This is an optimization exercise on Yosys and OpenROAD, whose aim is small area and a short achievable clock period, not a production implementation.
Where RTL was checked, it was by simulation tests only, not by an equivalence proof against the original.
Power and IR drop assume default switching activity.

==> inputs of job 4359 <==
==> flow/design.v <==
module logic_probe_trigger #(
    parameter int WIDTH = 128,
    parameter int CNTW  = 16
) (
    input  logic                  clock,
    input  logic                  reset,
    input  logic                  arm,
    input  logic [WIDTH-1:0]      channels,
    input  logic [WIDTH-1:0]      match_mask,
    input  logic [WIDTH-1:0]      match_value,
    input  logic [WIDTH-1:0]      edge_mask,
    input  logic [CNTW-1:0]       occurrences,
    input  logic [CNTW-1:0]       delay,
    input  logic [CNTW-1:0]       sample_div,
    output logic [WIDTH-1:0]      channels_out,
    output logic                  trigger,
    output logic                  sample,
    output logic [1:0]            status
);
    typedef enum logic [1:0] {
        IDLE  = 2'd0,
        ARMED = 2'd1,
        DELAY = 2'd2,
        FIRED = 2'd3
    } state_t;
    state_t           state_q;
    logic [WIDTH-1:0] ch_q;
    logic [WIDTH-1:0] ch_qq;
    logic [WIDTH-1:0] chout_q;
    logic [WIDTH-1:0] mask_q;
    logic [WIDTH-1:0] value_q;
    logic [WIDTH-1:0] edge_q;
    logic [CNTW-1:0]  delay_q;
    logic [CNTW-1:0]  occ_cnt_q;
    logic [CNTW-1:0]  dly_cnt_q;
    logic [CNTW-1:0]  div_cnt_q;
    logic             trigger_q;
    logic             sample_q;
    logic [WIDTH-1:0] bit_ok_s;
    logic             match_s;
    logic             arm_ok_s;
    logic [CNTW-1:0]  occ_load_s;
    always_comb begin
        bit_ok_s   = ~mask_q | (~(ch_q ^ value_q) & (~edge_q | (ch_qq ^ value_q)));
        match_s    = &bit_ok_s;
        arm_ok_s   = arm && (state_q != FIRED);
        occ_load_s = (occurrences == {CNTW{1'b0}}) ? {{(CNTW-1){1'b0}}, 1'b1}
                                                       : occurrences;
    end
    always_ff @(posedge clock) begin
        if (reset) begin
            ch_q    <= {WIDTH{1'b0}};
            ch_qq   <= {WIDTH{1'b0}};
            chout_q <= {WIDTH{1'b0}};
        end else begin
            ch_q    <= channels;
            ch_qq   <= ch_q;
            chout_q <= ch_q;
        end
    end
    always_ff @(posedge clock) begin
        if (reset) begin
            mask_q  <= {WIDTH{1'b0}};
            value_q <= {WIDTH{1'b0}};
            edge_q  <= {WIDTH{1'b0}};
            delay_q <= {CNTW{1'b0}};
        end else if (arm_ok_s) begin
            mask_q  <= match_mask;
            value_q <= match_value;
            edge_q  <= edge_mask;
            delay_q <= delay;
        end else begin
            mask_q  <= mask_q;
            value_q <= value_q;
            edge_q  <= edge_q;
            delay_q <= delay_q;
        end
    end
    always_ff @(posedge clock) begin
        if (reset) begin
            state_q   <= IDLE;
            occ_cnt_q <= {CNTW{1'b0}};
            dly_cnt_q <= {CNTW{1'b0}};
            trigger_q <= 1'b0;
        end else begin
            case (state_q)
                IDLE, ARMED, DELAY: begin
                    if (arm_ok_s) begin
                        state_q   <= ARMED;
                        occ_cnt_q <= occ_load_s;
                    end else if (state_q == ARMED && match_s) begin
                        if (occ_cnt_q > {{(CNTW-1){1'b0}}, 1'b1}) begin
                            occ_cnt_q <= occ_cnt_q - {{(CNTW-1){1'b0}}, 1'b1};
                        end else if (delay_q == {CNTW{1'b0}}) begin
                            state_q   <= FIRED;
                            trigger_q <= 1'b1;
                        end else begin
                            state_q   <= DELAY;
                            dly_cnt_q <= delay_q;
                        end
                    end else if (state_q == DELAY) begin
                        if (dly_cnt_q <= {{(CNTW-1){1'b0}}, 1'b1}) begin
                            state_q   <= FIRED;
                            trigger_q <= 1'b1;
                        end else begin
                            dly_cnt_q <= dly_cnt_q - {{(CNTW-1){1'b0}}, 1'b1};
                        end
                    end else begin
                        state_q <= state_q;
                    end
                end
                FIRED: begin
                    trigger_q <= 1'b1;
                end
                default: begin
                    state_q   <= IDLE;
                    trigger_q <= 1'b0;
                end
            endcase
        end
    end
    always_ff @(posedge clock) begin
        if (reset) begin
            div_cnt_q <= {CNTW{1'b0}};
            sample_q  <= 1'b0;
        end else if (div_cnt_q == {CNTW{1'b0}}) begin
            div_cnt_q <= sample_div;
            sample_q  <= 1'b1;
        end else begin
            div_cnt_q <= div_cnt_q - {{(CNTW-1){1'b0}}, 1'b1};
            sample_q  <= 1'b0;
        end
    end
    assign channels_out = chout_q;
    assign trigger      = trigger_q;
    assign sample       = sample_q;
    assign status       = state_q;
endmodule
==> flow/run.sh <==
#!/bin/bash
# synth_recipe.tcl (not shown) runs the flow's synth.tcl, then flattens the netlist and writes it again
# the make line also repeats each setting of config.mk as NAME=value (left out here)
make -C /OpenROAD-flow-scripts/flow DESIGN_CONFIG=/design/flow/config.mk WORK_HOME=/design/flow/orfs CLKGATE_MAP_FILE= SYNTH_SCRIPT=/design/flow/synth_recipe.tcl finish
==> flow/config.mk <==
export PLATFORM = sky130hd
export DESIGN_NAME = logic_probe_trigger
export DESIGN_NICKNAME = logic_probe_trigger
export VERILOG_FILES = /design/flow/design.v
export SDC_FILE = /design/flow/constraint.sdc
export NUM_CORES = 4
export LEC_CHECK = 0
export CAP_MARGIN = 20
export CORE_MARGIN = 2
export CORE_UTILIZATION = 40
export SLEW_MARGIN = 20
==> flow/constraint.sdc <==
create_clock -name core_clock -period 3.5 [get_ports {clock}]
set_input_delay 0.7000 -clock core_clock [delete_from_list [all_inputs] [get_ports {clock}]]
set_output_delay 0.7000 -clock core_clock [all_outputs]
set_load 0.01 [all_outputs]
==> job 7079: changes against job 4359 <==
==> flow/design.v, changed modules only <==
module logic_probe_trigger #(
    parameter int WIDTH = 128,
    parameter int CNTW  = 16
) (
    input  logic                  clock,
    input  logic                  reset,
    input  logic                  arm,
    input  logic [WIDTH-1:0]      channels,
    input  logic [WIDTH-1:0]      match_mask,
    input  logic [WIDTH-1:0]      match_value,
    input  logic [WIDTH-1:0]      edge_mask,
    input  logic [CNTW-1:0]       occurrences,
    input  logic [CNTW-1:0]       delay,
    input  logic [CNTW-1:0]       sample_div,
    output logic [WIDTH-1:0]      channels_out,
    output logic                  trigger,
    output logic                  sample,
    output logic [1:0]            status
);
    localparam logic [1:0] IDLE  = 2'd0;
    localparam logic [1:0] ARMED = 2'd1;
    localparam logic [1:0] DELAY = 2'd2;
    localparam logic [1:0] FIRED = 2'd3;
    logic [1:0]       state_q;
    logic [WIDTH-1:0] ch_q;
    logic [WIDTH-1:0] chout_q;
    logic             rst_q;
    logic [WIDTH-1:0] mask_q;
    logic [WIDTH-1:0] value_q;
    logic [WIDTH-1:0] edge_q;
    logic [CNTW-1:0]  occ_cnt_q;
    logic [CNTW-1:0]  dly_cnt_q;
    logic [CNTW-1:0]  div_cnt_q;
    logic             trigger_q;
    logic             sample_q;
    logic [WIDTH-1:0] bit_ok_s;
    logic             match_s;
    logic             arm_ok_s;
    logic             clr_s;
    logic             occ_gt1_s;
    logic             dly_zero_s;
    logic             dly_le1_s;
    always_comb begin
        bit_ok_s   = ~mask_q | (~(ch_q ^ value_q) & (~edge_q | (chout_q ^ value_q)));
        match_s    = &bit_ok_s;
        arm_ok_s   = arm && (state_q != FIRED);
        occ_gt1_s  = |occ_cnt_q[CNTW-1:1];
        dly_zero_s = (dly_cnt_q == {CNTW{1'b0}});
        dly_le1_s  = ~|dly_cnt_q[CNTW-1:1];
        clr_s      = reset | rst_q;
    end
    always_ff @(posedge clock) begin
        ch_q    <= channels;
        rst_q   <= reset;
        chout_q <= clr_s ? {WIDTH{1'b0}} : ch_q;
    end
    always_ff @(posedge clock) begin
        if (arm_ok_s) begin
            mask_q  <= match_mask;
            value_q <= match_value;
            edge_q  <= edge_mask;
        end
    end
    always_ff @(posedge clock) begin
        if (arm_ok_s) begin
            occ_cnt_q <= (occurrences == {CNTW{1'b0}}) ? {{(CNTW-1){1'b0}}, 1'b1} : occurrences;
        end else if (state_q == ARMED && match_s && occ_gt1_s) begin
            occ_cnt_q <= occ_cnt_q - {{(CNTW-1){1'b0}}, 1'b1};
        end
    end
    always_ff @(posedge clock) begin
        if (arm_ok_s) begin
            dly_cnt_q <= delay;
        end else if (state_q == DELAY) begin
            dly_cnt_q <= dly_cnt_q - {{(CNTW-1){1'b0}}, 1'b1};
        end
    end
    always_ff @(posedge clock) begin
        if (reset) begin
            state_q   <= IDLE;
            trigger_q <= 1'b0;
        end else if (arm_ok_s) begin
            state_q   <= ARMED;
        end else if (state_q == ARMED) begin
            if (match_s && !occ_gt1_s) begin
                state_q   <= dly_zero_s ? FIRED : DELAY;
                trigger_q <= dly_zero_s;
            end
        end else if (state_q == DELAY) begin
            if (dly_le1_s) begin
                state_q   <= FIRED;
                trigger_q <= 1'b1;
            end
        end
    end
    always_ff @(posedge clock) begin
        if (reset) begin
            div_cnt_q <= {CNTW{1'b0}};
            sample_q  <= 1'b0;
        end else if (div_cnt_q == {CNTW{1'b0}}) begin
            div_cnt_q <= sample_div;
            sample_q  <= 1'b1;
        end else begin
            div_cnt_q <= div_cnt_q - {{(CNTW-1){1'b0}}, 1'b1};
            sample_q  <= 1'b0;
        end
    end
    assign channels_out = chout_q;
    assign trigger      = trigger_q;
    assign sample       = sample_q;
    assign status       = state_q;
endmodule
==> metrics.log <==
INFO  metric combinational_power_share = 10.4%
INFO  metric signal_buffer_area_fraction = 20.7%
INFO  metric crit_start = edge_q[46]$_DFFE_PP_
INFO  metric wl_met1 = 27600 um
INFO  metric post_synth_inst_count = 1749
INFO  metric groute.layer.met1.usage = 25.3%
INFO  metric synth.net_count = 2319
INFO  metric result_of_the_run = complete, no violations
INFO  metric min_period_over_period = 90.3%
-- figures above: job 7079

==> metrics.log <==
INFO  metric post_synth_inst_count = 3259
INFO  metric p_switching = 5.34 mW
INFO  metric combinational_power_share = 14.5%
INFO  metric result_of_the_run = complete, no violations
INFO  metric holdPathEnd = edge_q[96]$_SDFFE_PP0P_
INFO  metric crit_start = value_q[81]$_SDFFE_PP0P_
INFO  metric synth.net_count = 3828
INFO  metric wl_met1 = 45200 um
INFO  metric min_period_over_period = 92.6%
INFO  metric groute.layer.met1.usage = 37.0%
INFO  metric signal_buffer_area_fraction = 19.5%
INFO  metric setup-tns-final = 0 ns
-- figures above: job 4359

Only the layout flow was run in job 4359; the RTL was not checked for function there.

[static timing again, ports no longer ideal]
How much do the figures lean on ideal ports? The routed layouts below were timed once more, with nothing changed but the port constraints. Step 1 (the two cells are an assumption about what drives the block):
set clk [get_ports {clock}]
set_driving_cell -lib_cell sky130_fd_sc_hd__clkbuf_16 $clk
set_driving_cell -lib_cell sky130_fd_sc_hd__buf_2 [delete_from_list [all_inputs] $clk]
Step 2 moves the port delays by t, midway between the first and last clock arrival at a register: inputs arrive t later, outputs are due t later. That takes back most of the time a late clock gives input paths. a / b / c = no drivers / after step 1 / after step 2; a / b = the first two.
run	t (ns)	slack for setup (ns)	slew at the worst register clock pin (ns)
job 4359	0.703	0.260 / 0.260 / 0.260	0.06 / 0.06
job 7079	0.645	0.340 / 0.340 / 0.340	0.06 / 0.06
After both steps every run listed still meets setup and hold.
